This is an optimization exercise on Yosys and OpenROAD, whose aim is small area, not a production implementation.
RTL that was checked went through simulation tests only; none was proved equivalent to the original.
No functional check of the RTL was part of run 6.
Power is estimated from default activity; no workload was simulated.

===== design/flow/flow/run.sh =====
#!/bin/bash
# The standard layout, with two changes: the port buffers are the smallest
# buffer (buf_1) instead of the default, and clock tree synthesis uses
# clkbuf_4 and adds no dummy loads.
set -euo pipefail
export BUFFER_PORTS_ARGS="-buffer_cell sky130_fd_sc_hd__buf_1"
export CTS_ARGS="-sink_clustering_enable -repair_clock_nets -buf_list sky130_fd_sc_hd__clkbuf_4 -dont_use_dummy_load"
bash standard.sh > standard.log 2>&1

===== design/flow/constraint.sdc =====
create_clock -name core_clock -period 40.0 [get_ports {VGA_clk}]
set_input_delay 8.0000 -clock core_clock [delete_from_list [all_inputs] [get_ports {VGA_clk}]]
set_output_delay 8.0000 -clock core_clock [all_outputs]
set_load 0.01 [all_outputs]

===== design/flow/config.mk =====
export PLATFORM = sky130hd
export DESIGN_NAME = breakout_top
export DESIGN_NICKNAME = breakout_top
export VERILOG_FILES = /design/flow/design.v
export SDC_FILE = /design/flow/constraint.sdc
export NUM_CORES = 4
export LEC_CHECK = 0
export CAP_MARGIN = 20
export CORE_MARGIN = 2
export CORE_UTILIZATION = 40
export SLEW_MARGIN = 20
export SYNTH_HIERARCHICAL = 1
export SYNTH_MINIMUM_KEEP_SIZE = 0

===== design/flow/standard.sh =====
#!/bin/bash
# synth_recipe.tcl (not shown) runs the flow's synth.tcl, then flattens the netlist and writes it again
# the make line also repeats each setting of config.mk as NAME=value (left out here)
make -C /OpenROAD-flow-scripts/flow DESIGN_CONFIG=/design/flow/config.mk WORK_HOME=/design/flow/orfs CLKGATE_MAP_FILE= SYNTH_SCRIPT=/design/flow/synth_recipe.tcl "${@:-finish}"

===== design/flow/design.v =====
package breakout_pkg;
	typedef enum logic [2:0] {
		CMD_NONE,
		CMD_START,
		CMD_RESTART,
		CMD_LEFT,
		CMD_RIGHT
	} key_cmd_t;
	typedef enum logic [1:0] {
		ST_IDLE,
		ST_PLAY,
		ST_OVER
	} game_state_t;
endpackage
`timescale 1ns/1ps
module inc_bit (
	input logic a,
	input logic ci,
	output logic s,
	output logic co
);
	assign s = a ^ ci;
	assign co = a & ci;
endmodule
`timescale 1ns/1ps
module ud_bit (
	input logic a,
	input logic ci,
	input logic dn,
	output logic s,
	output logic co
);
	assign s = a ^ ci;
	assign co = ci & (a ^ dn);
endmodule
`timescale 1ns/1ps
module add_bit (
	input logic a,
	input logic b,
	input logic ci,
	output logic s,
	output logic co
);
	assign s = a ^ b ^ ci;
	assign co = (a & b) | (ci & (a ^ b));
endmodule
`timescale 1ns/1ps
module breakout_top #(
	parameter int step_period = 2000
) (
	input logic VGA_clk,
	input logic reset,
	input logic [7:0] scan_code,
	input logic key_strobe,
	output logic [10-1:0] VGA_R,
	output logic [10-1:0] VGA_G,
	output logic [10-1:0] VGA_B,
	output logic VGA_hSync,
	output logic VGA_vSync,
	output logic blank_n,
	output logic [1:0] lives,
	output breakout_pkg::game_state_t game_state
);
	localparam int H_TOTAL = 640 + 16 + 96 + 48;  
	localparam int V_TOTAL = 480 + 10 + 2 + 33;  
	localparam int H_SYNC_START = 640 + 16;
	localparam int V_SYNC_START = 480 + 10;
	localparam int X_MIN = 10 + 1;  
	localparam int X_MAX = 640 - 10 - 1 - 80;  
	localparam int X_HOME = (640 / 2) - (80 / 2);  
	localparam int X_LO = 10 + 7;  
	localparam int X_HI = 640 - 10 - 7;  
	localparam int YH_BOTTOM = (480 - 7) / 2;  
	localparam int YH_TOP = (10 + 7) / 2;  
	localparam int YH_PAD = (450 - 7) / 2;  
	localparam int YH_SIDE_LO = 450 / 2;  
	localparam int YH_SIDE_HI = (450 + 10 - 1) / 2;  
	localparam logic [255:0] DISC = 256'h0000000003f807fc0ffe1fff1fff1fff1fff1fff1fff1fff0ffe07fc03f80000;
	breakout_pkg::key_cmd_t cmd;
	logic serve;
	breakout_pkg::game_state_t state;
	logic [9:0] px;
	logic [9:0] py;
	logic [2:0] pm5;  
	logic x_wrap;
	logic [9:0] px_inc;
	logic [9:0] py_inc;
	logic [10:0] cxv;
	logic [10:0] cyv;
	assign x_wrap = (px == 10'(H_TOTAL - 1));
	assign px_inc[0] = !px[0];
	assign cxv[1] = px[0];
	assign cyv[0] = x_wrap;
	inc_bit u_y0 (.a(py[0]), .ci(cyv[0]), .s(py_inc[0]), .co(cyv[1]));
	for (genvar i = 1; i < 9; i++)
	begin : g_raster
		inc_bit u_x (.a(px[i]), .ci(cxv[i]), .s(px_inc[i]), .co(cxv[i + 1]));
		inc_bit u_y (.a(py[i]), .ci(cyv[i]), .s(py_inc[i]), .co(cyv[i + 1]));
	end
	assign px_inc[9] = px[9] ^ cxv[9];
	assign py_inc[9] = py[9] ^ cyv[9];
	always_ff @(posedge VGA_clk)
	begin
		px <= reset ? 10'(H_TOTAL - 1) : x_wrap ? 10'd0 : px_inc;
		py <= reset ? 10'(V_TOTAL - 1) : (x_wrap && py == 10'(V_TOTAL - 1)) ? 10'd0 : py_inc;
		if (reset)
			pm5 <= 3'((V_TOTAL - 1) % 5);
		else if (x_wrap)
			pm5 <= (pm5 == 3'd4) ? 3'd0 : pm5 + 3'd1;
	end
	always_ff @(posedge VGA_clk)
	begin
		if (reset || serve)
			cmd <= breakout_pkg::CMD_NONE;
		else if (key_strobe)
		begin
			case (scan_code)
				8'h5A: cmd <= breakout_pkg::CMD_START;
				8'h66: cmd <= breakout_pkg::CMD_RESTART;
				8'h1C: cmd <= breakout_pkg::CMD_LEFT;
				8'h23: cmd <= breakout_pkg::CMD_RIGHT;
				default: cmd <= cmd;
			endcase
		end
	end
	logic step_wrap;  
	logic play;  
	logic [1:0] mv;  
	logic rsd;  
	generate
		if (step_period == 2000)
		begin : g_step_raster
			assign step_wrap = (pm5 == 3'd2 && px == 10'd399) || (pm5 == 3'd4 && px == 10'd799);
		end
		else
		begin : g_step_count
			localparam int CNT_W = $clog2(step_period + 1);
			logic [CNT_W-1:0] step_cnt;  
			assign step_wrap = (step_cnt == CNT_W'(step_period - 1));
			always_ff @(posedge VGA_clk)
			begin
				if (reset)
					step_cnt <= CNT_W'(step_period - 1);
				else
					step_cnt <= step_wrap ? '0 : step_cnt + 1'b1;
			end
		end
	endgenerate
	always_ff @(posedge VGA_clk)
	begin
		play <= !reset && (state == breakout_pkg::ST_PLAY);
		rsd <= reset || serve;
		if (!(step_wrap && play))
			mv <= 2'd0;
		else if (cmd == breakout_pkg::CMD_LEFT)
			mv <= 2'd2;
		else if (cmd == breakout_pkg::CMD_RIGHT)
			mv <= 2'd3;
		else
			mv <= 2'd1;
	end
	logic miss;
	always_ff @(posedge VGA_clk)
	begin
		if (reset)
		begin
			state <= breakout_pkg::ST_IDLE;
			lives <= 2'(3);
			serve <= 1'b0;
		end
		else
		begin
			serve <= 1'b0;
			if (cmd == breakout_pkg::CMD_RESTART && !serve)
			begin
				state <= breakout_pkg::ST_IDLE;
				lives <= 2'(3);
				serve <= 1'b1;
			end
			else
			begin
				case (state)
					breakout_pkg::ST_IDLE:
						if (cmd == breakout_pkg::CMD_START)
							state <= breakout_pkg::ST_PLAY;
					breakout_pkg::ST_PLAY:
						if (miss)
						begin
							if (lives != 2'd0)
							begin
								lives <= lives - 2'd1;
								serve <= 1'b1;
							end
							else
								state <= breakout_pkg::ST_OVER;
						end
					breakout_pkg::ST_OVER: state <= breakout_pkg::ST_OVER;
					default: state <= breakout_pkg::ST_IDLE;
				endcase
			end
		end
	end
	assign game_state = state;
	logic [9:0] q;
	logic left;
	logic right;
	logic [8:0] q_step;
	logic [9:0] cqv;
	assign left = (mv == 2'd2);
	assign right = (mv == 2'd3);
	assign cqv[0] = left || right;
	for (genvar i = 0; i < 8; i++)
	begin : g_paddle
		ud_bit u_q (.a(q[i + 1]), .ci(cqv[i]), .dn(right), .s(q_step[i]), .co(cqv[i + 1]));
	end
	assign q_step[8] = q[9] ^ cqv[8];
	always_ff @(posedge VGA_clk)
	begin
		if (rsd)
			q <= 10'(1023 - X_HOME);
		else if (left && q > 10'(1023 - X_MIN - 2))
			q <= 10'(1023 - X_MIN);  
		else if (right && q < 10'(1023 - X_MAX + 2))
			q <= 10'(1023 - X_MAX);  
		else
			q <= {q_step, q[0]};
	end
	logic [9:0] bq;
	logic [9:0] yq;
	logic dxp;
	logic dxm;
	logic dyd;
	logic [2:0] cls;  
	logic cap_en;
	logic [2:0] cls_now;
	logic hit_side_wall;
	logic hit_bottom;
	logic hit_top;
	logic hit_pad_top;
	logic hit_pad_side;
	logic take_miss;
	logic step;
	logic move;
	logic ndxp;
	logic ndxm;
	logic ndyd;
	logic [9:0] bq_n;
	logic [9:0] yq_n;
	logic [10:0] cbv;
	logic [10:0] cwv;
	always_comb
	begin
		hit_side_wall = (bq == 10'(6 - X_HI)) || (bq == 10'(6 - X_LO));
		hit_bottom = (yq == 10'(3 - YH_BOTTOM));
		hit_top = (yq == 10'(3 - YH_TOP));
		hit_pad_top = (yq == 10'(3 - YH_PAD)) && cls[2];
		hit_pad_side = (yq >= 10'(3 - YH_SIDE_HI)) && (yq <= 10'(3 - YH_SIDE_LO))
			&& !cls[2] && cls[0];
		take_miss = hit_bottom && !hit_side_wall;
		step = (mv != 2'd0) && !rsd;
		move = step && !take_miss;
		miss = step && take_miss;
		ndxp = dxp;
		ndxm = dxm;
		ndyd = dyd;
		if (hit_side_wall || (!hit_top && !hit_pad_top && hit_pad_side))
		begin
			ndxp = dxm;
			ndxm = dxp;
		end
		else if (hit_top)
			ndyd = !dyd;
		else if (hit_pad_top)
		begin
			ndyd = !dyd;
			case (cls[1:0])
				2'd0: if (!dxp) ndxm = 1'b1;  
				2'd1: begin ndxp = 1'b0; ndxm = 1'b0; end  
				2'd2: if (!dxm) ndxp = 1'b1;  
				default: ;
			endcase
		end
	end
	assign cbv[0] = move && (ndxp || ndxm);
	assign cwv[0] = move;
	for (genvar i = 0; i < 9; i++)
	begin : g_ball
		ud_bit u_b (.a(bq[i]), .ci(cbv[i]), .dn(ndxp), .s(bq_n[i]), .co(cbv[i + 1]));
		ud_bit u_y (.a(yq[i]), .ci(cwv[i]), .dn(ndyd), .s(yq_n[i]), .co(cwv[i + 1]));
	end
	assign bq_n[9] = bq[9] ^ cbv[9];
	assign yq_n[9] = yq[9] ^ cwv[9];
	always_ff @(posedge VGA_clk)
	begin
		if (rsd)
		begin
			bq <= 10'(6 - 640 / 2);
			yq <= 10'(3 - YH_PAD);
			dxp <= 1'b0;
			dxm <= 1'b0;
			dyd <= 1'b1;
			cls <= 3'b101;  
		end
		else
		begin
			bq <= bq_n;
			yq <= yq_n;
			if (move)
			begin
				dxp <= ndxp;
				dxm <= ndxm;
				dyd <= ndyd;
			end
			if (cap_en)
				cls <= cls_now;
		end
	end
	logic [10:0] tx;  
	logic [10:0] ty;  
	logic [10:0] tp;  
	logic vis;
	logic is_border;
	logic is_ball;
	logic is_paddle;
	logic on_top;
	logic [11:0] ctx;
	logic [11:0] cty;
	logic [11:0] ctp;
	assign tx[0] = px[0] ^ bq[0];
	assign ctx[1] = px[0] & bq[0];
	assign tp[0] = px[0] ^ q[0];
	assign ctp[1] = px[0] & q[0];
	assign ty[0] = py[0];
	assign ty[1] = py[1] ^ yq[0];
	assign cty[2] = py[1] & yq[0];
	for (genvar i = 1; i < 10; i++)
	begin : g_render
		add_bit u_tx (.a(px[i]), .b(bq[i]), .ci(ctx[i]), .s(tx[i]), .co(ctx[i + 1]));
		add_bit u_tp (.a(px[i]), .b(q[i]), .ci(ctp[i]), .s(tp[i]), .co(ctp[i + 1]));
		if (i > 1)
		begin : g_y
			add_bit u_ty (.a(py[i]), .b(yq[i - 1]), .ci(cty[i]), .s(ty[i]), .co(cty[i + 1]));
		end
	end
	assign tx[10] = !ctx[10];
	assign tp[10] = !ctp[10];
	assign ty[10] = yq[9] ^ cty[10];
	always_comb
	begin
		vis = (px < 640) && (py < 480);
		is_border = (px <= 10) || (px >= 640 - 10) || (py <= 10);
		is_ball = (tx[10:4] == 7'd0) && (ty[10:4] == 7'd0) && DISC[{ty[3:0], tx[3:0]}];
		is_paddle = (tp <= 11'(80 - 2))
			&& (py >= 450) && (py <= 450 + 10);
		cap_en = (tx == 11'd6);
		on_top = (tp == 11'h7ff) || (tp <= 11'(80 - 1));
		cls_now[2] = on_top;
		if (on_top)
		begin
			if (tp < 11'((3 * 80) / 8 - 1) || tp == 11'h7ff)
				cls_now[1:0] = 2'd0;
			else if (tp < 11'((5 * 80) / 8 - 1))
				cls_now[1:0] = 2'd1;
			else if (tp < 11'(80 - 1))
				cls_now[1:0] = 2'd2;
			else
				cls_now[1:0] = 2'd3;
		end
		else
			cls_now[1:0] = {1'b0, (tp == 11'(-7 - 1)) || (tp == 11'(80 + 7 - 1))};
	end
	assign VGA_R = {10{is_border && vis}};
	assign VGA_G = {10{is_ball && vis}};
	assign VGA_B = {10{is_paddle && vis}};
	assign VGA_hSync = !((px >= H_SYNC_START) && (px < H_SYNC_START + 96));
	assign VGA_vSync = !((py >= V_SYNC_START) && (py < V_SYNC_START + 2));
	assign blank_n = vis;
endmodule

==> flow_metrics.py, run 1 <==
metrics = {
    "yosys": {
        "async_reset_ff_share_pct": 0,
        "synth.yosys.warnings": 7,
        "synth.top_cell.area_share_pct": 28.3,
        "synth_top_area_cell": "dfxtp_1",
        "synth_common_cells": "71 x dfxtp_1, 54 x xor2_1, 35 x and2_1",
        "syn_area_um2": 5020,
        "synthCells": 535,
        "synth-seq-cells": 71,
        "synth_ff_type": "dfxtp_1",
        "synth_seq_area_share_pct": 28.3,
        "synth_top_cells_by_area": "dfxtp_1 28%, fa_1 10%, xor2_1 9.4%",
        "syn_nets": 602,
        "synth.most_common_cell": "dfxtp_1",
        "avgSynthCellArea_um2": 9.38,
        "synth_edf_count": 0,
        "synth.distinct_cells": 70,
    },
    "power": {
        "p_sw_uw": 89.9,
        "ir_drop_mv": 0.0231,
        "intPower_uw": 130,
        "swShare_pct": 40.9,
        "clkPwrFrac_pct": 15.3,
        "powerDensity_nw_per_um2": 42.0,
        "p_comb_share_pct": 42.7,
        "seq_power_share_pct": 42.0,
        "p_leak_uw": 0.00215,
    },
    "route": {
        "drt_iter0_drc": 204,
        "drc": 0,
        "via_count": 3818,
        "wire_per_inst_um": 14.6,
        "viasPerCell": 5.28,
        "first_pass_iters": 5,
        "antenna_left": 0,
        "wl_um": 10600,
    },
    "grt": {
        "antenna_found_initial": 0,
        "overflow": 0,
        "grt_pass1_vias": 3629,
        "grt_pass1_wl_um": 17900,
        "grt_use_total_pct": 17.1,
        "grt_max_degree": 36,
    },
    "run_status": {
        "outcome": "finished clean",
    },
    "clock_tree": {
        "cts.sinks": 71,
        "cts_tree": "built",
        "ctsResizeCount": 0,
        "hold_buffers": 0,
        "clockBufferDepth": 2,
        "clkSlewWorstSetupHoldPaths_ns": 0.10,
        "h-tree-depth": 3,
        "cts_inserted_buffers": 9,
        "root_buffer": "clkbuf_4",
        "clk_latency_ns": 0.45,
        "post_cts_buffers": 0,
    },
    "worst_hold_path": {
        "holdPathStages": 2,
        "worstHoldEndpoint": "pm5[0]",
        "hp-class": "reg -> reg",
        "min_from": "pm5[0]",
    },
    "timing": {
        "rsz0062_at_grt": "no",
        "slew_violations": 0,
        "max_slew.worst_pin.slew_ns": 0.890,
        "period_needed_ns": 14.50,
        "fin_tns_setup_ns": 0,
        "postLayoutSetupSlackWorst_ns": 25.50,
        "slew_headroom_pct": 40.3,
        "finalCritPeriodShare_pct": 36.2,
        "skew_ns": 0.0339,
        "finalHoldViolCount": 0,
        "setup_viol": 0,
        "fmax_mhz": 69.0,
    },
    "finish": {
        "layout.nets": 624,
        "nFillCells": 1220,
        "diodes": 0,
        "drive_above_1_share_pct": 6.31,
        "stdcell_area_um2": 5240,
        "syn_to_final_growth_pct": 4.36,
    },
    "critical_path": {
        "crit_arrival_ns": 6.50,
        "crit_chain": "ha_1 > fa_1 > fa_1 > fa_1 > fa_1 > fa_1 > fa_1 > fa_1 > fa_1 > fa_1 > nor4b_1 > nand2_1 > nor4_1 > nand3_1 > a311oi_1 > buf_1",
        "reg2reg_from": "px[0]",
        "critPathKind": "reg -> out",
        "critPathRequiredTime_ns": 32.00,
        "timing.rr.end": "cls[1]",
        "cpMostUsedCell": "fa_1",
        "worst-path-max-fanout": 10,
        "cpPeakStageDelay_ns": 0.72,
        "path_delay_family": "adder cells",
        "cp_slowest_cell": "a311oi_1",
        "worst_setup_path_start_kind": "flip-flop",
        "reg2reg_depth": 14,
        "crit_buf_inv": 1,
        "endpoint_kind": "output port",
        "rrSetupSlack_ns": 34.34,
    },
    "floorplanning": {
        "initial_core_util_pct": 41.4,
        "die_w_um": 116,
        "row_count": 40,
        "dieArea_um2": 13500,
        "design.core.area_um2": 12100,
        "fp.dieH_um": 116,
        "pin_count": 48,
    },
    "place": {
        "dp_hpwl_um": 8020,
        "place_area_um2": 5170,
        "place.port_buffers": 47,
        "gp_congestion": 0.832,
        "post-place-ws_ns": 25.92,
    },
    "run": {
        "drv_cap": 0,
    },
}
[how the worst max path moves through the flow]
stage / start / to / slack (ns) / cells past startpoint
after floorplan: px[0] / VGA_G[1] / 26.07 / 16
after global placement: px[0] / VGA_G[1] / 26.06 / 16
after global routing: px[0] / VGA_G[8] / 25.05 / 16
after detailed placement: px[0] / VGA_G[8] / 25.92 / 16
final: px[0] / VGA_G[8] / 25.50 / 16
after CTS: px[0] / VGA_G[8] / 25.42 / 16
[metal layers]
layer | up-vias | share of wire (%) | global-route usage (%)
met5 | - | 0 | 0
met3 | 12 | 4.5 | 3.82
met2 | 77 | 47 | 27.3
met4 | 0 | 1.3 | 5.24
met1 | 1841 | 47 | 23.2
li1 | 1888 | - | -
[power by group through the flow]
stage	Combinational (uW)	Clock (uW)	Sequential, uW
after floorplan	74.5	0	89.4
final	94.0	33.6	92.4
after CTS	93.0	35.4	92.3
after detailed placement	92.7	0	93.9
after global placement	89.5	0	94.0
after global routing	107	38.1	94.8
[state kept, by name, indices dropped and copies added (netlist names), 3 cells and up]
name  cells
px       10
py       10
pm5       3
q        10
yq       10
cmd       3
cls       3
bq       10
[worst register-to-register path, delay by kind of cell (launching register included)]
family	cells	cell delay, ns
adder cells (fa/ha/maj)	10	3.82
AND/OR/NAND/NOR	2	0.80
flip-flops	1	0.38
AO/OA/AOI/OAI	2	0.52
[per-module statistics from Yosys (local to each module, per instance)]
module,cells inside,flip-flops and latches,area [um2],copies in the design
ud_bit,3,0,23.8,26
add_bit,1,0,20.0,26
inc_bit,1,0,12.5,17
breakout_top,414,71,3670,1
[per-stage QoR]
| stage | util, % | hold slack (ns) | std cells | power, uW |
|---|---|---|---|---|
| 2_1_floorplan | - | 0.428 | 535 | 164 |
| 3_3_place_gp | 42.7 | 0.463 | 714 | 184 |
| 3_5_place_dp | 42.7 | 0.476 | 714 | 187 |
| 4_1_cts | 43.2 | 0.490 | 723 | 221 |
| 5_1_grt | 43.2 | 0.521 | 723 | 240 |
| 6_report | 43.2 | 0.487 | 723 | 220 |
[logic make-up (layout without fill, tap and decap cells)]
kind of cell    after synthesis  in the layout  share of synthesized area, %
flops                        71             71                          28.3
xor+xnor                     59             59                          10.3
fa+ha+maj                    56             56                          17.9
compound gates               90             90                          12.5
mux                           3              3                         0.599
simple gates                198            198                          23.8
buf+inv                      58             78                          6.58
[layout make-up]
| class | count | area [um2] | area share (%) |
|---|---|---|---|
| timing repair buffer | 50 | 199 | 3.80 |
| sequential | 71 | 1420 | 27.1 |
| clock buffer | 9 | 67.6 | 1.29 |
| multi-input combinational | 406 | 3270 | 62.4 |
| inverter | 19 | 72.6 | 1.39 |
| tap | 168 | 210 | 4.01 |
[layout by cell type, fill, tap and decap left out, types with 17 or more instances in the layout]
| cell | instances |
|---|---|
| nor2_1 | 25 |
| inv_1 | 18 |
| ha_1 | 30 |
| and2_1 | 35 |
| xor2_1 | 54 |
| fa_1 | 26 |
| nand3_1 | 20 |
| dfxtp_1 | 71 |
| a21oi_1 | 19 |
| buf_1 | 47 |
| nand2_1 | 17 |
==> run 2: changes to the inputs <==
--- a/design/flow/design.v
+++ b/design/flow/design.v
@@ -150,3 +150,3 @@
 	begin
-		play <= !reset && (state == breakout_pkg::ST_PLAY);
+		play <= !reset && !out;
 		rsd <= reset || serve;
@@ -162,2 +162,3 @@
 	logic miss;
+	logic out;
 	always_ff @(posedge VGA_clk)
@@ -166,3 +167,3 @@
 		begin
-			state <= breakout_pkg::ST_IDLE;
+			out <= 1'b1;
 			lives <= 2'(3);
@@ -175,3 +176,3 @@
 			begin
-				state <= breakout_pkg::ST_IDLE;
+				out <= 1'b1;
 				lives <= 2'(3);
@@ -179,22 +180,16 @@
 			end
-			else
+			else if (out)
 			begin
-				case (state)
-					breakout_pkg::ST_IDLE:
-						if (cmd == breakout_pkg::CMD_START)
-							state <= breakout_pkg::ST_PLAY;
-					breakout_pkg::ST_PLAY:
-						if (miss)
-						begin
-							if (lives != 2'd0)
-							begin
-								lives <= lives - 2'd1;
-								serve <= 1'b1;
-							end
-							else
-								state <= breakout_pkg::ST_OVER;
-						end
-					breakout_pkg::ST_OVER: state <= breakout_pkg::ST_OVER;
-					default: state <= breakout_pkg::ST_IDLE;
-				endcase
+				if (lives[0] && cmd == breakout_pkg::CMD_START)
+					out <= 1'b0;
+			end
+			else if (miss)
+			begin
+				if (lives != 2'd0)
+				begin
+					lives <= lives - 2'd1;
+					serve <= 1'b1;
+				end
+				else
+					out <= 1'b1;
 			end
@@ -202,2 +197,3 @@
 	end
+	assign state = out ? (lives[0] ? breakout_pkg::ST_IDLE : breakout_pkg::ST_OVER) : breakout_pkg::ST_PLAY;
 	assign game_state = state;
==> design/flow/flow/run.sh (replaced) <==
#!/bin/bash
# The standard layout with three changes:
# - after the standard synthesis, its combinational logic is mapped again by
#   ABC with an area-oriented script (resyn.sh); every flip-flop of the
#   standard synthesis stays as it is, with its name and cell
# - the port buffers are the smallest buffer (buf_1) instead of the default
# - clock tree synthesis uses clkbuf_4 and adds no dummy loads
# Each tool's output goes to a log file of its own in this folder.
set -euo pipefail
export BUFFER_PORTS_ARGS="-buffer_cell sky130_fd_sc_hd__buf_1"
export CTS_ARGS="-sink_clustering_enable -repair_clock_nets -buf_list sky130_fd_sc_hd__clkbuf_8 -dont_use_dummy_load"
bash standard.sh synth > standard_synth.log 2>&1
bash flow/resyn.sh > resyn.log 2>&1
bash standard.sh > standard.log 2>&1
==> design/flow/flow/resyn.sh (new file) <==
#!/bin/bash
# Map the standard synthesis's combinational logic again, keeping its
# flip-flops (and their names) untouched.
set -euo pipefail
R=orfs/results/${FLOW_PLATFORM}/breakout_top/base
LIB=${FLOW_HOME}/platforms/sky130hd/lib/sky130_fd_sc_hd__tt_025C_1v80.lib
YOSYS=${FLOW_HOME}/../tools/install/yosys/bin/yosys
[[ -x $YOSYS ]] || YOSYS=yosys
cp $R/1_2_yosys.v std_1_2_yosys.v
cat > resyn.ys <<EOS
read_liberty -ignore_miss_func $LIB
read_verilog std_1_2_yosys.v
hierarchy -top ${FLOW_TOP}
setattr -mod -set keep_hierarchy 1 sky130_fd_sc_hd__dfxtp_*
flatten
techmap
opt -purge
abc -liberty $LIB -dont_use sky130_fd_sc_hd__lpflow_bleeder_1 -dont_use sky130_fd_sc_hd__lpflow_clkbufkapwr_1 -dont_use sky130_fd_sc_hd__lpflow_clkbufkapwr_16 -dont_use sky130_fd_sc_hd__lpflow_clkbufkapwr_2 -dont_use sky130_fd_sc_hd__lpflow_clkbufkapwr_4 -dont_use sky130_fd_sc_hd__lpflow_clkbufkapwr_8 -dont_use sky130_fd_sc_hd__lpflow_clkinvkapwr_1 -dont_use sky130_fd_sc_hd__lpflow_clkinvkapwr_16 -dont_use sky130_fd_sc_hd__lpflow_clkinvkapwr_2 -dont_use sky130_fd_sc_hd__lpflow_clkinvkapwr_4 -dont_use sky130_fd_sc_hd__lpflow_clkinvkapwr_8 -dont_use sky130_fd_sc_hd__lpflow_decapkapwr_12 -dont_use sky130_fd_sc_hd__lpflow_decapkapwr_3 -dont_use sky130_fd_sc_hd__lpflow_decapkapwr_4 -dont_use sky130_fd_sc_hd__lpflow_decapkapwr_6 -dont_use sky130_fd_sc_hd__lpflow_decapkapwr_8 -dont_use sky130_fd_sc_hd__lpflow_inputiso0n_1 -dont_use sky130_fd_sc_hd__lpflow_inputiso0p_1 -dont_use sky130_fd_sc_hd__lpflow_inputiso1n_1 -dont_use sky130_fd_sc_hd__lpflow_inputiso1p_1 -dont_use sky130_fd_sc_hd__lpflow_inputisolatch_1 -dont_use sky130_fd_sc_hd__lpflow_isobufsrc_1 -dont_use sky130_fd_sc_hd__lpflow_isobufsrc_16 -dont_use sky130_fd_sc_hd__lpflow_isobufsrc_2 -dont_use sky130_fd_sc_hd__lpflow_isobufsrc_4 -dont_use sky130_fd_sc_hd__lpflow_isobufsrc_8 -dont_use sky130_fd_sc_hd__lpflow_isobufsrckapwr_16 -dont_use sky130_fd_sc_hd__lpflow_lsbuf_lh_hl_isowell_tap_1 -dont_use sky130_fd_sc_hd__lpflow_lsbuf_lh_hl_isowell_tap_2 -dont_use sky130_fd_sc_hd__lpflow_lsbuf_lh_hl_isowell_tap_4 -dont_use sky130_fd_sc_hd__lpflow_lsbuf_lh_isowell_4 -dont_use sky130_fd_sc_hd__lpflow_lsbuf_lh_isowell_tap_1 -dont_use sky130_fd_sc_hd__lpflow_lsbuf_lh_isowell_tap_2 -dont_use sky130_fd_sc_hd__lpflow_lsbuf_lh_isowell_tap_4 -dont_use sky130_fd_sc_hd__probe_p_8 -dont_use sky130_fd_sc_hd__probec_p_8  -script "+strash;&get -n;&deepsyn -T 30;&put;amap"
setundef -zero
splitnets
opt_clean -purge
hilomap -singleton -hicell sky130_fd_sc_hd__conb_1 HI -locell sky130_fd_sc_hd__conb_1 LO
insbuf -buf sky130_fd_sc_hd__buf_4 A X
blackbox sky130_fd_sc_hd__*
stat -liberty $LIB
write_verilog -noattr -nohex -nodec resyn_1_2_yosys.v
EOS
$YOSYS -s resyn.ys > resyn_yosys.log 2>&1
if grep -q "lpflow\|probe" resyn_1_2_yosys.v; then echo "don't-use cell in the netlist"; exit 1; fi
cp resyn_1_2_yosys.v $R/1_2_yosys.v
rm -f $R/1_synth.odb
==> run 2 against run 1 <==
Compared with the run above: highest routed layer unchanged; sequential cell count decreased by 1; largest power group is now sequential cells; utilization grew 0.27 points; maximum frequency rose by 22%; synthesized cell count increased by 22%; routed wire length is 11% higher; critical endpoint is now VGA_B[7]; non-clock buffer count decreased by 1; sequential power decreased by 17%; total power shrank 30%; still clean on timing, DRC and antenna; combinational power shrank 64%; largest cell class unchanged; global-route usage increased by 3.7 points; critical path type unchanged; clock power increased by 33%.
==> flow_metrics.py, run 2 <==
metrics = {
    "finish": {
        "layout.nets": 695,
        "layout_commonest_cell": "nor2_1",
        "diodes": 0,
        "layout_common_cells": "128 x nor2_1, 100 x clkinv_1, 70 x dfxtp_1",
        "syn_to_final_growth_pct": 6.17,
        "drive_above_1_share_pct": 1.61,
    },
    "worst_hold_path": {
        "worstHoldEndpoint": "play",
        "hp-class": "reg -> reg",
        "holdPathStages": 1,
        "min_from": "out",
    },
    "clock_tree": {
        "clockBufferDepth": 2,
        "clkSlewWorstSetupHoldPaths_ns": 0.09,
        "root_buffer": "clkbuf_8",
        "h-tree-depth": 3,
        "clk_latency_ns": 0.36,
        "post_cts_buffers": 0,
        "ctsResizeCount": 0,
        "hold_buffers": 0,
        "cts.sinks": 70,
        "cts_tree": "built",
        "cts_inserted_buffers": 9,
    },
    "power": {
        "powerDensity_nw_per_um2": 32.9,
        "ir_drop_mv": 0.0145,
        "swShare_pct": 32.8,
        "p_comb_share_pct": 21.8,
        "clkPwrFrac_pct": 28.8,
        "intPower_uw": 104,
        "seq_power_share_pct": 49.4,
        "p_sw_uw": 50.6,
        "total_power_uw": 155,
        "p_leak_uw": 0.00160,
    },
    "place": {
        "gp_congestion": 0.918,
        "place.port_buffers": 47,
        "dp_hpwl_um": 9060,
    },
    "grt": {
        "grt_pass1_vias": 4162,
        "antenna_found_initial": 0,
        "grt_pass1_wl_um": 19700,
        "overflow": 0,
        "grt_max_degree": 19,
        "grt_use_total_pct": 20.8,
    },
    "run": {
        "drv_cap": 0,
    },
    "yosys": {
        "synthCells": 653,
        "syn_area_um2": 4420,
        "synth.yosys.warnings": 7,
        "avgSynthCellArea_um2": 6.77,
        "syn_nets": 664,
    },
    "timing": {
        "finalCritPeriodShare_pct": 29.7,
        "setup_viol": 0,
        "fin_tns_setup_ns": 0,
        "slew_violations": 0,
        "rsz0062_at_grt": "no",
        "fmax_mhz": 84.1,
        "period_needed_ns": 11.89,
        "max_slew.worst_pin.slew_ns": 0.891,
        "skew_ns": 0.0252,
        "slew_headroom_pct": 40.1,
        "finalHoldViolCount": 0,
    },
    "critical_path": {
        "rrSetupSlack_ns": 35.87,
        "cpMostUsedCell": "o21ai_0",
        "path_delay_family": "compound AO/OA/AOI/OAI gates",
        "crit_buf_inv": 4,
        "timing.rr.end": "bq[9]",
        "path_depth": 20,
        "crit_arrival_ns": 3.89,
        "critPathRequiredTime_ns": 32.00,
        "cpPeakStageDelay_ns": 0.41,
        "cp_slowest_cell": "dfxtp_1",
        "reg2reg_depth": 21,
        "reg2reg_from": "yq[2]",
        "endpoint_kind": "output port",
        "worst_setup_path_start_kind": "flip-flop",
        "worst-path-max-fanout": 10,
        "crit_chain": "clkinv_1 > a22oi_1 > o21ai_0 > o21bai_1 > o21a_1 > nand2_1 > o21ai_0 > nand2_1 > o21ai_0 > nand2_1 > o21ai_0 > nand2_1 > o21ai_0 > o21a_1 > o21ai_0 > clkinv_1 > o221ai_1 > nor4_1 > buf_4 > buf_1",
        "critPathKind": "reg -> out",
    },
    "route": {
        "viasPerCell": 5.67,
        "drc": 0,
        "via_count": 4661,
        "drt_iter0_drc": 233,
        "wl_um": 11700,
        "antenna_left": 0,
        "wire_per_inst_um": 14.2,
        "first_pass_iters": 5,
    },
    "floorplanning": {
        "pin_count": 48,
        "design.core.area_um2": 10800,
        "initial_core_util_pct": 41.0,
        "die_w_um": 109,
        "row_count": 38,
        "fp.dieH_um": 109,
        "dieArea_um2": 11900,
    },
    "run_status": {
        "outcome": "finished clean",
    },
}
-- run 2: cell count changes in the layout (fill, tap and decap cells not counted), sizes merged, moves of 18 or more --
cell,delta
nor3,+21
xor2,-54
nor2,+103
fa,-26
nand2,+32
ha,-30
clkinv,+99
and2,-34
o21ai,+39
inv,-18
-- run 2: cell type report --
type / instances / area (um2)
Clock buffer: 9 / 124
Fill cell: 1112 / 6100
Inverter: 100 / 375
Multi-Input combinational cell: 454 / 2430
Sequential cell: 70 / 1400
Tap cell: 140 / 175
Timing Repair Buffer: 49 / 191
-- run 2: how the worst max path moves through the flow --
stage	startpoint	endpoint	slack, ns
floorplan	px[2]	VGA_B[1]	28.21
global placement	px[2]	VGA_B[0]	28.68
detailed placement	px[2]	VGA_B[7]	28.54
CTS	px[2]	VGA_B[7]	28.14
global route	q[2]	VGA_B[9]	27.55
finish	q[2]	VGA_B[7]	28.11
-- run 2: worst reg2reg max path: stages, from the launching register on --
cell and delay (ns):
dfxtp_1 0.50, clkinv_1 0.25, or3_1 0.43, nor3_1 0.38, and3_1 0.25, nor2_1 0.05
a41oi_1 0.15, nor2_1 0.06, a21oi_1 0.34, nor2_1 0.14, nor2_1 0.16, nor2_1 0.09
o22ai_1 0.24, nor2_1 0.12, o211ai_1 0.12, clkinv_1 0.14, o221ai_1 0.15, nor2_1 0.12
clkinv_1 0.07, nor2_1 0.04, a21oi_1 0.13, o21ai_0 0.08
-- run 2: power groups by stage --
stage	sequential, uW	combinational (uW)	clock [uW]
after floorplan	76.7	25.6	0
after global placement	77.7	32.4	0
after detailed placement	77.7	33.0	0
after CTS	76.2	33.2	45.7
after global routing	76.8	38.7	48.5
final	76.3	33.6	44.6
-- run 2: metal layers --
metal / GRT usage, % / wire length (um)
met3: 2.93 / 575
met1: 27.7 / 5480
met4: 6.41 / 194
met5: 0 / 0
met2: 34.7 / 5460
-- run 2: stage by stage --
step | hold slack, ns | area (um2) | util (%) | cells | setup slack [ns]
detailed placement | 0.449 | 4570 | 42.4 | 813 | 28.54
global placement | 0.433 | 4570 | 42.4 | 813 | 28.68
global route | 0.494 | 4700 | 43.5 | 822 | 27.55
CTS | 0.470 | 4700 | 43.5 | 822 | 28.14
finish | 0.463 | 4700 | 43.5 | 822 | 28.11
floorplan | 0.402 | 4420 | - | 653 | 28.21
==> run 3: changes to the inputs <==
--- a/design/flow/flow/run.sh
+++ b/design/flow/flow/run.sh
@@ -6,3 +6,3 @@
 # - the port buffers are the smallest buffer (buf_1) instead of the default
-# - clock tree synthesis uses clkbuf_4 and adds no dummy loads
+# - clock tree synthesis uses clkbuf_8 and adds no dummy loads
 # Each tool's output goes to a log file of its own in this folder.
==> run 3 against run 2 <==
Compared with the run above: area after synthesis unchanged; final area unchanged; critical path type unchanged; first-iteration DRC count unchanged; register-to-register slack about the same; routed wire length unchanged.
==> flow_metrics.py, run 3 <==
metrics = {
    "route": {
        "antenna_left": 0,
        "via_count": 4661,
        "drc": 0,
        "first_pass_iters": 5,
        "wl_um": 11700,
        "viasPerCell": 5.67,
        "drt_iter0_drc": 233,
        "wire_per_inst_um": 14.2,
    },
    "timing": {
        "skew_ns": 0.0252,
        "finalCritPeriodShare_pct": 29.7,
        "setup_viol": 0,
        "period_needed_ns": 11.89,
        "holdWs_ns": 0.463,
        "fmax_mhz": 84.1,
        "finalHoldViolCount": 0,
        "slew_violations": 0,
        "rsz0062_at_grt": "no",
        "max_slew.worst_pin.slew_ns": 0.891,
        "slew_headroom_pct": 40.1,
        "fin_tns_setup_ns": 0,
    },
    "critical_path": {
        "critPathKind": "reg -> out",
        "crit_buf_inv": 4,
        "critPathRequiredTime_ns": 32.00,
        "crit_chain": "clkinv_1 > a22oi_1 > o21ai_0 > o21bai_1 > o21a_1 > nand2_1 > o21ai_0 > nand2_1 > o21ai_0 > nand2_1 > o21ai_0 > nand2_1 > o21ai_0 > o21a_1 > o21ai_0 > clkinv_1 > o221ai_1 > nor4_1 > buf_4 > buf_1",
        "crit_arrival_ns": 3.89,
        "worst_setup_path_start_kind": "flip-flop",
        "cpMostUsedCell": "o21ai_0",
        "cpPeakStageDelay_ns": 0.41,
        "worst-path-max-fanout": 10,
        "path_delay_family": "compound AO/OA/AOI/OAI gates",
        "endpoint_kind": "output port",
        "cp_slowest_cell": "dfxtp_1",
    },
    "power": {
        "clkPwrFrac_pct": 28.8,
        "intPower_uw": 104,
        "p_sw_uw": 50.6,
        "ir_drop_mv": 0.0145,
        "seq_power_share_pct": 49.4,
        "p_leak_uw": 0.00160,
        "swShare_pct": 32.8,
        "powerDensity_nw_per_um2": 32.9,
        "p_comb_share_pct": 21.8,
    },
    "clock_tree": {
        "cts_tree": "built",
        "clockBufferDepth": 2,
        "cts_inserted_buffers": 9,
        "post_cts_buffers": 0,
        "clkSlewWorstSetupHoldPaths_ns": 0.09,
        "ctsResizeCount": 0,
        "cts.sinks": 70,
        "hold_buffers": 0,
        "root_buffer": "clkbuf_8",
        "clk_latency_ns": 0.36,
        "h-tree-depth": 3,
    },
    "yosys": {
        "avgSynthCellArea_um2": 6.77,
        "syn_area_um2": 4420,
        "syn_nets": 664,
        "synth.yosys.warnings": 7,
        "synthCells": 653,
    },
    "place": {
        "place_area_um2": 4570,
        "place.port_buffers": 47,
        "dp_hpwl_um": 9060,
        "dp.cells": 813,
        "gp_congestion": 0.918,
    },
    "floorplanning": {
        "fp.dieH_um": 109,
        "die_w_um": 109,
        "row_count": 38,
        "dieArea_um2": 11900,
        "pin_count": 48,
        "design.core.area_um2": 10800,
        "initial_core_util_pct": 41.0,
    },
    "grt": {
        "overflow": 0,
        "grt_max_degree": 19,
        "grt_pass1_wl_um": 19700,
        "antenna_found_initial": 0,
        "grt_use_total_pct": 20.8,
        "grt_pass1_vias": 4162,
    },
    "finish": {
        "layout.nets": 695,
        "finalNonFillerCells": 822,
        "syn_to_final_growth_pct": 6.17,
        "stdcell_area_um2": 4700,
        "layout_commonest_cell": "nor2_1",
        "drive_above_1_share_pct": 1.61,
        "diodes": 0,
        "finalCoreUtilization_pct": 43.5,
        "layout_common_cells": "128 x nor2_1, 100 x clkinv_1, 70 x dfxtp_1",
    },
    "run_status": {
        "outcome": "finished clean",
    },
    "run": {
        "drv_cap": 0,
    },
    "worst_hold_path": {
        "hp-class": "reg -> reg",
    },
}
-- run 3: area by class of cell --
| class | count | area, um2 |
|---|---|---|
| clock buffers | 9 | 124 |
| multi-input cells | 454 | 2430 |
| inverters | 100 | 375 |
| repair buffers | 49 | 191 |
| fillers | 1112 | 6100 |
| well taps | 140 | 175 |
| flip-flops and latches | 70 | 1400 |
-- run 3: layer usage --
layer  track usage [%]  vias up  routed length, um
met2              34.7      136               5460
met3              2.93       19                575
met5                 0        -                  0
li1                  -     2380                  -
met4              6.41        0                194
met1              27.7     2126               5480
-- run 3: worst reg2reg max path: cells and delay by family, from the launching register on --
| family | cells | cell delay [ns] |
|---|---|---|
| compound gates | 7 | 1.21 |
| buf+inv | 3 | 0.46 |
| simple gates | 11 | 1.84 |
| flops | 1 | 0.50 |
-- run 3: worst paths after layout --
check | to | cells past startpoint | start | slack (ns)
setup / recovery | VGA_B[7] | 20 | q[2] | 28.11
hold / removal | play | 1 | out | 0.46
setup reg to reg | bq[9] | 21 | yq[2] | 35.87
hold reg to reg | play | 1 | out | 0.46
-- run 3: power groups by stage --
stage               Sequential (uW)  Combinational (uW)  Clock (uW)
finish                         76.3                33.6        44.6
global route                   76.8                38.7        48.5
detailed placement             77.7                33.0           0
CTS                            76.2                33.2        45.7
global placement               77.7                32.4           0
floorplan                      76.7                25.6           0
-- run 3: through the flow --
stage / power [uW] / setup slack (ns)
after floorplan: 102 / 28.21
after global placement: 110 / 28.68
after detailed placement: 111 / 28.54
after CTS: 155 / 28.14
after global routing: 164 / 27.55
final: 155 / 28.11
==> run 4: changes to the inputs <==
--- a/design/flow/flow/run.sh
+++ b/design/flow/flow/run.sh
@@ -10,3 +10,3 @@
 export BUFFER_PORTS_ARGS="-buffer_cell sky130_fd_sc_hd__buf_1"
-export CTS_ARGS="-sink_clustering_enable -repair_clock_nets -buf_list sky130_fd_sc_hd__clkbuf_8 -dont_use_dummy_load"
+export CTS_ARGS="-sink_clustering_enable -repair_clock_nets -buf_list sky130_fd_sc_hd__clkbuf_4 -root_buf sky130_fd_sc_hd__clkbuf_8 -dont_use_dummy_load"
 bash standard.sh synth > standard_synth.log 2>&1
==> run 4 against run 3 <==
Compared with the run above: still clean; area after synthesis unchanged; global-route usage unchanged; routed wire length unchanged; critical path depth unchanged; final cell count unchanged; clock-buffer cell count unchanged; die area unchanged; synthesized cell count unchanged; worst hold slack unchanged; utilization unchanged; clock power about the same; worst setup slack unchanged; largest power group unchanged.
==> flow_metrics.py, run 4 <==
metrics = {
    "critical_path": {
        "critPathKind": "reg -> out",
        "crit_arrival_ns": 3.89,
        "worst_setup_path_start_kind": "flip-flop",
        "critPathRequiredTime_ns": 32.00,
        "worst-path-max-fanout": 10,
        "endpoint_kind": "output port",
    },
    "place": {
        "dp_hpwl_um": 9060,
        "place_area_um2": 4570,
        "dp.cells": 813,
        "gp_congestion": 0.918,
        "place.port_buffers": 47,
    },
    "timing": {
        "finalCritPeriodShare_pct": 29.7,
        "holdWs_ns": 0.463,
        "skew_ns": 0.0252,
        "slew_headroom_pct": 40.1,
        "slew_violations": 0,
        "finalHoldViolCount": 0,
        "setup_viol": 0,
        "max_slew.worst_pin.slew_ns": 0.891,
        "fin_tns_setup_ns": 0,
        "rsz0062_at_grt": "no",
        "fmax_mhz": 84.1,
        "period_needed_ns": 11.89,
    },
    "floorplanning": {
        "initial_core_util_pct": 41.0,
        "dieArea_um2": 11900,
        "design.core.area_um2": 10800,
        "die_w_um": 109,
        "pin_count": 48,
        "row_count": 38,
        "fp.dieH_um": 109,
    },
    "clock_tree": {
        "h-tree-depth": 3,
        "cts_inserted_buffers": 9,
        "cts_tree": "built",
        "clkSlewWorstSetupHoldPaths_ns": 0.09,
        "clk_latency_ns": 0.36,
        "post_cts_buffers": 0,
        "ctsResizeCount": 0,
        "root_buffer": "clkbuf_8",
        "hold_buffers": 0,
        "clockBufferDepth": 2,
        "cts.sinks": 70,
    },
    "yosys": {
        "synthCells": 653,
        "synth.yosys.warnings": 7,
        "syn_nets": 664,
        "avgSynthCellArea_um2": 6.77,
        "syn_area_um2": 4420,
    },
    "run": {
        "drv_cap": 0,
    },
    "finish": {
        "finalNonFillerCells": 822,
        "finalCoreUtilization_pct": 43.5,
        "syn_to_final_growth_pct": 6.17,
        "layout_commonest_cell": "nor2_1",
        "drive_above_1_share_pct": 1.61,
        "seq_area_um2": 1400,
        "stdcell_area_um2": 4700,
        "layout.nets": 695,
        "layout_common_cells": "128 x nor2_1, 100 x clkinv_1, 70 x dfxtp_1",
        "nFillCells": 1112,
        "diodes": 0,
        "multi_input_area_um2": 2430,
    },
    "grt": {
        "overflow": 0,
        "antenna_found_initial": 0,
        "grt_pass1_wl_um": 19700,
        "grt_max_degree": 19,
        "grt_pass1_vias": 4162,
        "grt_use_total_pct": 20.8,
    },
    "route": {
        "drt_iter0_drc": 233,
        "wire_per_inst_um": 14.2,
        "viasPerCell": 5.67,
        "drc": 0,
        "antenna_left": 0,
        "first_pass_iters": 5,
        "via_count": 4661,
        "wl_um": 11700,
    },
    "power": {
        "p_leak_uw": 0.00160,
        "powerDensity_nw_per_um2": 32.9,
        "ir_drop_mv": 0.0145,
    },
    "worst_hold_path": {
        "hp-class": "reg -> reg",
    },
    "run_status": {
        "outcome": "finished clean",
    },
}
[run 4: layout make-up]
cell class                      instances  share of cell area, %
Multi-Input combinational cell        454                   51.7
Inverter                              100                   7.99
Tap cell                              140                   3.73
Clock buffer                            9                   2.64
Timing Repair Buffer                   49                   4.08
Sequential cell                        70                   29.8
[run 4: through the flow]
step | power [uW] | setup slack, ns
after CTS | 155 | 28.14
after global routing | 164 | 27.55
final | 155 | 28.11
after floorplan | 102 | 28.21
after detailed placement | 111 | 28.54
after global placement | 110 | 28.68
[run 4: final timing paths]
check / start / to / slack (ns) / cells after the start
hold / removal: out / play / 0.46 / 1
hold reg to reg: out / play / 0.46 / 1
setup / recovery: q[2] / VGA_B[7] / 28.11 / 20
setup reg to reg: yq[2] / bq[9] / 35.87 / 21
[run 4: critical path, stage by stage, from the launching register on]
cell and delay [ns]:
dfxtp_1 0.41, clkinv_1 0.16, a22oi_1 0.26, o21ai_0 0.17
o21bai_1 0.22, o21a_1 0.13, nand2_1 0.08, o21ai_0 0.10
nand2_1 0.09, o21ai_0 0.09, nand2_1 0.08, o21ai_0 0.10
nand2_1 0.08, o21ai_0 0.20, o21a_1 0.23, o21ai_0 0.29
clkinv_1 0.15, o221ai_1 0.32, nor4_1 0.08, buf_4 0.17
buf_1 0.13
[run 4: routing by layer]
metal | up-vias | track usage, % | routed length, um
li1 | 2380 | - | -
met1 | 2126 | 27.7 | 5480
met2 | 136 | 34.7 | 5460
met3 | 19 | 2.93 | 575
met4 | 0 | 6.41 | 194
met5 | - | 0 | 0
[run 4: power breakdown]
part           internal, uW  switching (uW)  total [uW]
combinational          11.5            22.2        33.6
sequential             72.4            3.95        76.3
clock                  20.1            24.5        44.6
==> run 5: changes to the inputs <==
--- a/design/flow/flow/run.sh
+++ b/design/flow/flow/run.sh
@@ -6,3 +6,3 @@
 # - the port buffers are the smallest buffer (buf_1) instead of the default
-# - clock tree synthesis uses clkbuf_8 and adds no dummy loads
+# - clock tree synthesis uses clkbuf_4 and adds no dummy loads
 # Each tool's output goes to a log file of its own in this folder.
@@ -10,3 +10,3 @@
 export BUFFER_PORTS_ARGS="-buffer_cell sky130_fd_sc_hd__buf_1"
-export CTS_ARGS="-sink_clustering_enable -repair_clock_nets -buf_list sky130_fd_sc_hd__clkbuf_4 -root_buf sky130_fd_sc_hd__clkbuf_8 -dont_use_dummy_load"
+export CTS_ARGS='-sink_clustering_enable -repair_clock_nets -buf_list "sky130_fd_sc_hd__clkbuf_4 sky130_fd_sc_hd__clkbuf_8" -dont_use_dummy_load'
 bash standard.sh synth > standard_synth.log 2>&1
==> run 5 against run 4 <==
Compared with the run above: utilization did not move; worst setup slack did not move; die area did not move; synthesized cell count did not move; sequential share of layout area did not move; non-clock buffer count did not move; first-iteration DRC count did not move; maximum frequency did not move; final area did not move.
==> flow_metrics.py, run 5 <==
metrics = {
    "clock_tree": {
        "h-tree-depth": 3,
        "cts_inserted_buffers": 9,
        "hold_buffers": 0,
        "post_cts_buffers": 0,
        "clk_latency_ns": 0.36,
        "cts_tree": "built",
        "clkSlewWorstSetupHoldPaths_ns": 0.09,
        "ctsResizeCount": 0,
        "cts.sinks": 70,
        "clockBufferDepth": 2,
        "root_buffer": "clkbuf_8",
    },
    "critical_path": {
        "critPathRequiredTime_ns": 32.00,
        "critical_path.endpoint": "VGA_B[7]",
        "crit_start": "q[2]",
        "cpPeakStageDelay_ns": 0.41,
        "reg2reg_depth": 21,
        "path_depth": 20,
        "endpoint_kind": "output port",
        "cpMostUsedCell": "o21ai_0",
        "worst_setup_path_start_kind": "flip-flop",
        "cp_slowest_cell": "dfxtp_1",
        "reg2reg_from": "yq[2]",
        "path_delay_family": "compound AO/OA/AOI/OAI gates",
        "worst-path-max-fanout": 10,
        "critPathKind": "reg -> out",
        "crit_buf_inv": 4,
        "rrSetupSlack_ns": 35.87,
        "timing.rr.end": "bq[9]",
        "crit_arrival_ns": 3.89,
        "crit_chain": "clkinv_1 > a22oi_1 > o21ai_0 > o21bai_1 > o21a_1 > nand2_1 > o21ai_0 > nand2_1 > o21ai_0 > nand2_1 > o21ai_0 > nand2_1 > o21ai_0 > o21a_1 > o21ai_0 > clkinv_1 > o221ai_1 > nor4_1 > buf_4 > buf_1",
    },
    "route": {
        "via_count": 4661,
        "wire_per_inst_um": 14.2,
        "wl_um": 11700,
        "first_pass_iters": 5,
        "viasPerCell": 5.67,
        "drt_iter0_drc": 233,
        "antenna_left": 0,
        "drc": 0,
    },
    "power": {
        "clkPwrFrac_pct": 28.8,
        "seq_power_share_pct": 49.4,
        "total_power_uw": 155,
        "p_sw_uw": 50.6,
        "intPower_uw": 104,
        "powerDensity_nw_per_um2": 32.9,
        "p_leak_uw": 0.00160,
        "ir_drop_mv": 0.0145,
        "swShare_pct": 32.8,
        "p_comb_share_pct": 21.8,
    },
    "finish": {
        "layout_common_cells": "128 x nor2_1, 100 x clkinv_1, 70 x dfxtp_1",
        "layout.nets": 695,
        "multi_input_area_um2": 2430,
        "syn_to_final_growth_pct": 6.17,
        "finalNonFillerCells": 822,
        "layout_commonest_cell": "nor2_1",
        "drive_above_1_share_pct": 1.61,
        "seq_area_um2": 1400,
        "diodes": 0,
        "nFillCells": 1112,
    },
    "yosys": {
        "synth.yosys.warnings": 7,
        "syn_nets": 664,
        "avgSynthCellArea_um2": 6.77,
        "synthCells": 653,
        "syn_area_um2": 4420,
    },
    "place": {
        "dp_hpwl_um": 9060,
        "place.port_buffers": 47,
        "dp.cells": 813,
        "gp_congestion": 0.918,
        "post-place-ws_ns": 28.54,
    },
    "grt": {
        "grt_max_degree": 19,
        "grt_pass1_wl_um": 19700,
        "grt_pass1_vias": 4162,
        "antenna_found_initial": 0,
        "overflow": 0,
        "grt_use_total_pct": 20.8,
    },
    "timing": {
        "fmax_mhz": 84.1,
        "rsz0062_at_grt": "no",
        "skew_ns": 0.0252,
        "period_needed_ns": 11.89,
        "slew_violations": 0,
        "fin_tns_setup_ns": 0,
        "setup_viol": 0,
        "max_slew.worst_pin.slew_ns": 0.891,
        "finalCritPeriodShare_pct": 29.7,
        "postLayoutSetupSlackWorst_ns": 28.11,
        "finalHoldViolCount": 0,
        "holdWs_ns": 0.463,
        "slew_headroom_pct": 40.1,
    },
    "run_status": {
        "outcome": "finished clean",
    },
    "floorplanning": {
        "pin_count": 48,
        "design.core.area_um2": 10800,
        "dieArea_um2": 11900,
        "fp.dieH_um": 109,
        "row_count": 38,
        "die_w_um": 109,
        "initial_core_util_pct": 41.0,
    },
    "run": {
        "drv_cap": 0,
    },
    "worst_hold_path": {
        "hp-class": "reg -> reg",
    },
}
[run 5: power groups by stage]
stage | logic, uW | clock network [uW] | registers (uW)
3_3_place_gp | 32.4 | 0 | 77.7
6_report | 33.6 | 44.6 | 76.3
3_5_place_dp | 33.0 | 0 | 77.7
4_1_cts | 33.2 | 45.7 | 76.2
5_1_grt | 38.7 | 48.5 | 76.8
2_1_floorplan | 25.6 | 0 | 76.7
[run 5: cell type report]
type | count | share of cell area, %
Clock buffer | 9 | 2.64
Timing Repair Buffer | 49 | 4.08
Tap cell | 140 | 3.73
Inverter | 100 | 7.99
Sequential cell | 70 | 29.8
Multi-Input combinational cell | 454 | 51.7
[run 5: through the flow]
step                instance area [um2]  util [%]
finish                             4700      43.5
detailed placement                 4570      42.4
global route                       4700      43.5
global placement                   4570      42.4
CTS                                4700      43.5
floorplan                          4420         -
[run 5: worst min-delay path by stage]
| stage | cells after the start | endpoint | from | slack, ns |
|---|---|---|---|---|
| 2_1_floorplan | 1 | play | out | 0.40 |
| 3_3_place_gp | 1 | play | out | 0.43 |
| 3_5_place_dp | 1 | play | out | 0.45 |
| 4_1_cts | 1 | px[0] | px[0] | 0.47 |
| 5_1_grt | 1 | play | out | 0.49 |
| 6_report | 1 | play | out | 0.46 |
[run 5: layer usage]
layer	share of wire, %	track usage (%)	up-vias	wire length [um]
met1	47	27.7	2126	5480
met5	0	0	-	0
met3	4.9	2.93	19	575
met4	1.7	6.41	0	194
li1	-	-	2380	-
met2	47	34.7	136	5460
[run 5: worst register-to-register path: cells and delay by family, from the launching register on]
kind,cells,cell delay [ns]
buffers and inverters,3,0.46
and+or+nand+nor,11,1.84
DFF,1,0.50
AOI/OAI and AO/OA,7,1.21
==> run 6: changes to the inputs <==
--- a/design/flow/design.v
+++ b/design/flow/design.v
@@ -106,5 +106,5 @@
 		if (reset)
-			pm5 <= 3'((V_TOTAL - 1) % 5);
+			pm5 <= 3'b100;
 		else if (x_wrap)
-			pm5 <= (pm5 == 3'd4) ? 3'd0 : pm5 + 3'd1;
+			pm5 <= {pm5[1:0], !(pm5[2] || pm5[1])};
 	end
@@ -132,3 +132,3 @@
 		begin : g_step_raster
-			assign step_wrap = (pm5 == 3'd2 && px == 10'd399) || (pm5 == 3'd4 && px == 10'd799);
+			assign step_wrap = (pm5 == 3'b011 && px == 10'd399) || (pm5 == 3'b100 && px == 10'd799);
 		end
--- a/design/flow/flow/run.sh
+++ b/design/flow/flow/run.sh
@@ -6,3 +6,3 @@
 # - the port buffers are the smallest buffer (buf_1) instead of the default
-# - clock tree synthesis uses clkbuf_4 and adds no dummy loads
+# - clock tree synthesis uses clkbuf_8 and adds no dummy loads
 # Each tool's output goes to a log file of its own in this folder.
@@ -10,3 +10,3 @@
 export BUFFER_PORTS_ARGS="-buffer_cell sky130_fd_sc_hd__buf_1"
-export CTS_ARGS='-sink_clustering_enable -repair_clock_nets -buf_list "sky130_fd_sc_hd__clkbuf_4 sky130_fd_sc_hd__clkbuf_8" -dont_use_dummy_load'
+export CTS_ARGS="-sink_clustering_enable -repair_clock_nets -buf_list sky130_fd_sc_hd__clkbuf_4 -sink_clustering_size 5 -dont_use_dummy_load"
 bash standard.sh synth > standard_synth.log 2>&1
==> design/flow/flow/resyn.sh (replaced) <==
#!/bin/bash
# Map the standard synthesis's combinational logic again, keeping its
# flip-flops (and their names) untouched. ABC's deepsyn runs from several
# random seeds at once; the smallest netlist is kept.
set -euo pipefail
R=orfs/results/${FLOW_PLATFORM}/breakout_top/base
LIB=${FLOW_HOME}/platforms/sky130hd/lib/sky130_fd_sc_hd__tt_025C_1v80.lib
YOSYS=${FLOW_HOME}/../tools/install/yosys/bin/yosys
[[ -x $YOSYS ]] || YOSYS=yosys
cp $R/1_2_yosys.v std_1_2_yosys.v
for s in 1 2 3 4; do
cat > resyn_$s.ys <<EOS
read_liberty -ignore_miss_func $LIB
read_verilog std_1_2_yosys.v
hierarchy -top ${FLOW_TOP}
setattr -mod -set keep_hierarchy 1 sky130_fd_sc_hd__dfxtp_*
flatten
techmap
opt -purge
abc -liberty $LIB -dont_use sky130_fd_sc_hd__lpflow_bleeder_1 -dont_use sky130_fd_sc_hd__lpflow_clkbufkapwr_1 -dont_use sky130_fd_sc_hd__lpflow_clkbufkapwr_16 -dont_use sky130_fd_sc_hd__lpflow_clkbufkapwr_2 -dont_use sky130_fd_sc_hd__lpflow_clkbufkapwr_4 -dont_use sky130_fd_sc_hd__lpflow_clkbufkapwr_8 -dont_use sky130_fd_sc_hd__lpflow_clkinvkapwr_1 -dont_use sky130_fd_sc_hd__lpflow_clkinvkapwr_16 -dont_use sky130_fd_sc_hd__lpflow_clkinvkapwr_2 -dont_use sky130_fd_sc_hd__lpflow_clkinvkapwr_4 -dont_use sky130_fd_sc_hd__lpflow_clkinvkapwr_8 -dont_use sky130_fd_sc_hd__lpflow_decapkapwr_12 -dont_use sky130_fd_sc_hd__lpflow_decapkapwr_3 -dont_use sky130_fd_sc_hd__lpflow_decapkapwr_4 -dont_use sky130_fd_sc_hd__lpflow_decapkapwr_6 -dont_use sky130_fd_sc_hd__lpflow_decapkapwr_8 -dont_use sky130_fd_sc_hd__lpflow_inputiso0n_1 -dont_use sky130_fd_sc_hd__lpflow_inputiso0p_1 -dont_use sky130_fd_sc_hd__lpflow_inputiso1n_1 -dont_use sky130_fd_sc_hd__lpflow_inputiso1p_1 -dont_use sky130_fd_sc_hd__lpflow_inputisolatch_1 -dont_use sky130_fd_sc_hd__lpflow_isobufsrc_1 -dont_use sky130_fd_sc_hd__lpflow_isobufsrc_16 -dont_use sky130_fd_sc_hd__lpflow_isobufsrc_2 -dont_use sky130_fd_sc_hd__lpflow_isobufsrc_4 -dont_use sky130_fd_sc_hd__lpflow_isobufsrc_8 -dont_use sky130_fd_sc_hd__lpflow_isobufsrckapwr_16 -dont_use sky130_fd_sc_hd__lpflow_lsbuf_lh_hl_isowell_tap_1 -dont_use sky130_fd_sc_hd__lpflow_lsbuf_lh_hl_isowell_tap_2 -dont_use sky130_fd_sc_hd__lpflow_lsbuf_lh_hl_isowell_tap_4 -dont_use sky130_fd_sc_hd__lpflow_lsbuf_lh_isowell_4 -dont_use sky130_fd_sc_hd__lpflow_lsbuf_lh_isowell_tap_1 -dont_use sky130_fd_sc_hd__lpflow_lsbuf_lh_isowell_tap_2 -dont_use sky130_fd_sc_hd__lpflow_lsbuf_lh_isowell_tap_4 -dont_use sky130_fd_sc_hd__probe_p_8 -dont_use sky130_fd_sc_hd__probec_p_8  -script "+strash;&get -n;&deepsyn -T 60 -S $s;&put;amap"
setundef -zero
splitnets
opt_clean -purge
hilomap -singleton -hicell sky130_fd_sc_hd__conb_1 HI -locell sky130_fd_sc_hd__conb_1 LO
insbuf -buf sky130_fd_sc_hd__buf_4 A X
blackbox sky130_fd_sc_hd__*
tee -o resyn_$s.stat stat -liberty $LIB
write_verilog -noattr -nohex -nodec resyn_$s.v
EOS
$YOSYS -s resyn_$s.ys > resyn_yosys_$s.log 2>&1 &
done
wait
best=""
for s in 1 2 3 4; do
  [[ -f resyn_$s.v ]] || continue
  a=$(grep "Chip area" resyn_$s.stat | tail -1 | awk '{print $NF}')
  echo "seed $s area $a"
  if [[ -z "$best" ]] || python3 -c "import sys; sys.exit(0 if $a < $best_a else 1)"; then best=$s; best_a=$a; fi
done
[[ -n "$best" ]] || { echo "no netlist"; exit 1; }
echo "kept seed $best"
if grep -q "lpflow\|probe" resyn_$best.v; then echo "don't-use cell in the netlist"; exit 1; fi
cp resyn_$best.v resyn_1_2_yosys.v
cp resyn_1_2_yosys.v $R/1_2_yosys.v
rm -f $R/1_synth.odb
==> run 6 against run 5 <==
Compared with the run above: still clean on timing, DRC and antenna; total power down 8.5%; die area down 0.66%; routed wire length up 4.3%; combinational power down 7.4%; worst hold slack worse by 0.020 ns; first-iteration DRC count up 22%; clock-buffer cell count unchanged; sequential cell count unchanged; sequential share of layout area up 0.52 points; global-route usage up 0.67 points.
==> flow_metrics.py, run 6 <==
metrics = {
    "yosys": {
        "syn_area_um2": 4390,
        "synthCells": 648,
        "synth.yosys.warnings": 7,
        "syn_nets": 659,
        "avgSynthCellArea_um2": 6.78,
    },
    "finish": {
        "diodes": 0,
        "nFillCells": 1131,
        "multi_input_area_um2": 2370,
        "syn_to_final_growth_pct": 5.07,
        "layout_common_cells": "116 x nor2_1, 108 x clkinv_1, 70 x dfxtp_1",
        "layout.nets": 690,
        "drive_above_1_share_pct": 1.77,
        "seq_area_um2": 1400,
        "layout_commonest_cell": "nor2_1",
    },
    "timing": {
        "skew_ns": 0.0187,
        "slew_violations": 0,
        "finalHoldViolCount": 0,
        "rsz0062_at_grt": "no",
        "fmax_mhz": 85.1,
        "finalCritPeriodShare_pct": 29.4,
        "slew_headroom_pct": 53.3,
        "setup_viol": 0,
        "fin_tns_setup_ns": 0,
        "max_slew.worst_pin.slew_ns": 0.694,
        "period_needed_ns": 11.75,
    },
    "critical_path": {
        "cp_slowest_cell": "nor4_2",
        "endpoint_kind": "output port",
        "worst-path-max-fanout": 10,
        "reg2reg_depth": 22,
        "critPathKind": "reg -> out",
        "worst_setup_path_start_kind": "flip-flop",
        "cpMostUsedCell": "nor2_1",
        "crit_arrival_ns": 3.75,
        "cpPeakStageDelay_ns": 0.54,
        "crit_chain": "clkinv_1 > nor2_1 > a21oi_1 > nor2_1 > nor2_1 > a21oi_1 > nor2_1 > nand2_1 > o21ai_0 > nand2_1 > o21ai_0 > nand2_1 > o21ai_0 > o221ai_1 > o2111ai_1 > nor2_1 > o31ai_1 > nor4_2 > buf_1",
        "critPathRequiredTime_ns": 32.00,
    },
    "power": {
        "powerDensity_nw_per_um2": 30.6,
        "total_power_uw": 141,
        "p_leak_uw": 0.00156,
        "ir_drop_mv": 0.0169,
    },
    "clock_tree": {
        "clockBufferDepth": 2,
        "post_cts_buffers": 0,
        "ctsResizeCount": 0,
        "h-tree-depth": 3,
        "clkSlewWorstSetupHoldPaths_ns": 0.12,
        "cts_tree": "built",
        "hold_buffers": 0,
        "cts.sinks": 70,
        "clk_latency_ns": 0.43,
        "cts_inserted_buffers": 9,
        "root_buffer": "clkbuf_4",
    },
    "route": {
        "wl_met1_um": 5620,
        "drt_iter0_drc": 285,
        "viasPerCell": 5.67,
        "met2_length_um": 5610,
        "via_count": 4635,
        "first_pass_iters": 5,
        "antenna_left": 0,
        "drc": 0,
        "top_layer": "met4",
        "dr_wl_met3_um": 658,
        "wire_per_inst_um": 14.9,
        "wl_um": 12200,
    },
    "place": {
        "gp_congestion": 0.982,
        "dp_hpwl_um": 9450,
        "place.port_buffers": 47,
    },
    "run_status": {
        "outcome": "finished clean",
    },
    "grt": {
        "overflow": 0,
        "grt_max_degree": 20,
        "grt_pass1_vias": 4260,
        "grt_use_total_pct": 21.5,
        "antenna_found_initial": 0,
        "grt_pass1_wl_um": 20000,
    },
    "floorplanning": {
        "row_count": 38,
        "die_w_um": 109,
        "design.core.area_um2": 10800,
        "fp.dieH_um": 109,
        "pin_count": 48,
        "initial_core_util_pct": 40.7,
        "dieArea_um2": 11800,
    },
    "worst_hold_path": {
        "hp-class": "reg -> reg",
        "holdPathStages": 1,
    },
    "run": {
        "drv_cap": 0,
    },
}
run 6: cell count changes in the layout (fill, tap and decap cells not counted), moves of 9 or more:
cell / previous run / this run
clkbuf_4: 0 / 9
nor2_1: 128 / 116
or3_1: 10 / 0
a22oi_1: 16 / 7
o21ai_0: 54 / 67
clkbuf_8: 9 / 0
run 6: layer usage:
metal / up-vias / track usage, %
met4: 0 / 8.06
met1: 2118 / 27.1
met5: - / 0
met2: 147 / 35.0
li1: 2343 / -
met3: 27 / 5.80
run 6: where the power goes:
part	internal, uW	leakage (uW)	switching (uW)
sequential	72.2	0.000568	4.01
clock	10.5	0.0000414	23.5
combinational	10.6	0.000952	20.5
total	93.3	0.00156	48.1
run 6: layout make-up:
type	count	area share (%)
clock buffers	9	1.46
inverters	108	8.78
multi-input cells	441	51.5
flip-flops and latches	70	30.4
well taps	140	3.80
repair buffers	49	4.15
run 6: final timing paths:
check / start / endpoint / slack [ns]
worst max-delay path: px[0] / VGA_B[1] / 28.25
worst min-delay path: out / play / 0.44
worst max register to register: bq[5] / bq[9] / 35.40
worst min register to register: out / play / 0.44
run 6: metrics by stage:
step / cell area (um2) / worst slack (ns) / utilization, % / cells / hold WS [ns]
6_report: 4620 / 28.25 / 42.8 / 817 / 0.443
5_1_grt: 4620 / 27.66 / 42.8 / 817 / 0.472
3_5_place_dp: 4540 / 28.42 / 42.1 / 808 / 0.441
2_1_floorplan: 4390 / 28.64 / - / 648 / 0.402
4_1_cts: 4610 / 27.93 / 42.7 / 817 / 0.444
3_3_place_gp: 4540 / 28.64 / 42.1 / 808 / 0.425
run 6: worst max-delay path, delay by kind of cell, from the launching register on:
kind	cells	cell delay (ns)
flip-flops	1	0.45
AND/OR/NAND/NOR	9	1.51
AO/OA/AOI/OAI	8	0.98
buffers and inverters	2	0.39

[what the ideal ports hide]
Ports are ideal in the flow. The routed layouts listed here were re-timed in OpenROAD.
Step 1 (the two cells are an assumption about what drives the block):
set clk [get_ports {VGA_clk}]
set_driving_cell -lib_cell sky130_fd_sc_hd__clkbuf_16 $clk
set_driving_cell -lib_cell sky130_fd_sc_hd__buf_2 [delete_from_list [all_inputs] $clk]
Step 2 adds t to the input delays and takes it off the output delays; t is the mean of the earliest and latest rising clock arrival at the registers after step 1. Input paths then give back, and output paths get back, about the clock's delay inside the block.
Three values: ideal, step 1, step 2; two values: the first two.
run	t, ns	setup WS [ns]	worst register clock-pin slew, ns
run 1	0.460	25.502 / 25.471 / 25.931	0.12 / 0.12
run 2	0.377	28.109 / 28.076 / 28.453	0.09 / 0.09
run 3	0.377	28.109 / 28.076 / 28.453	0.09 / 0.09
run 4	0.377	28.109 / 28.076 / 28.453	0.09 / 0.09
run 5	0.377	28.109 / 28.076 / 28.453	0.09 / 0.09
run 6	0.448	28.248 / 28.217 / 28.665	0.12 / 0.12
After both steps setup and hold are still met in every run listed.
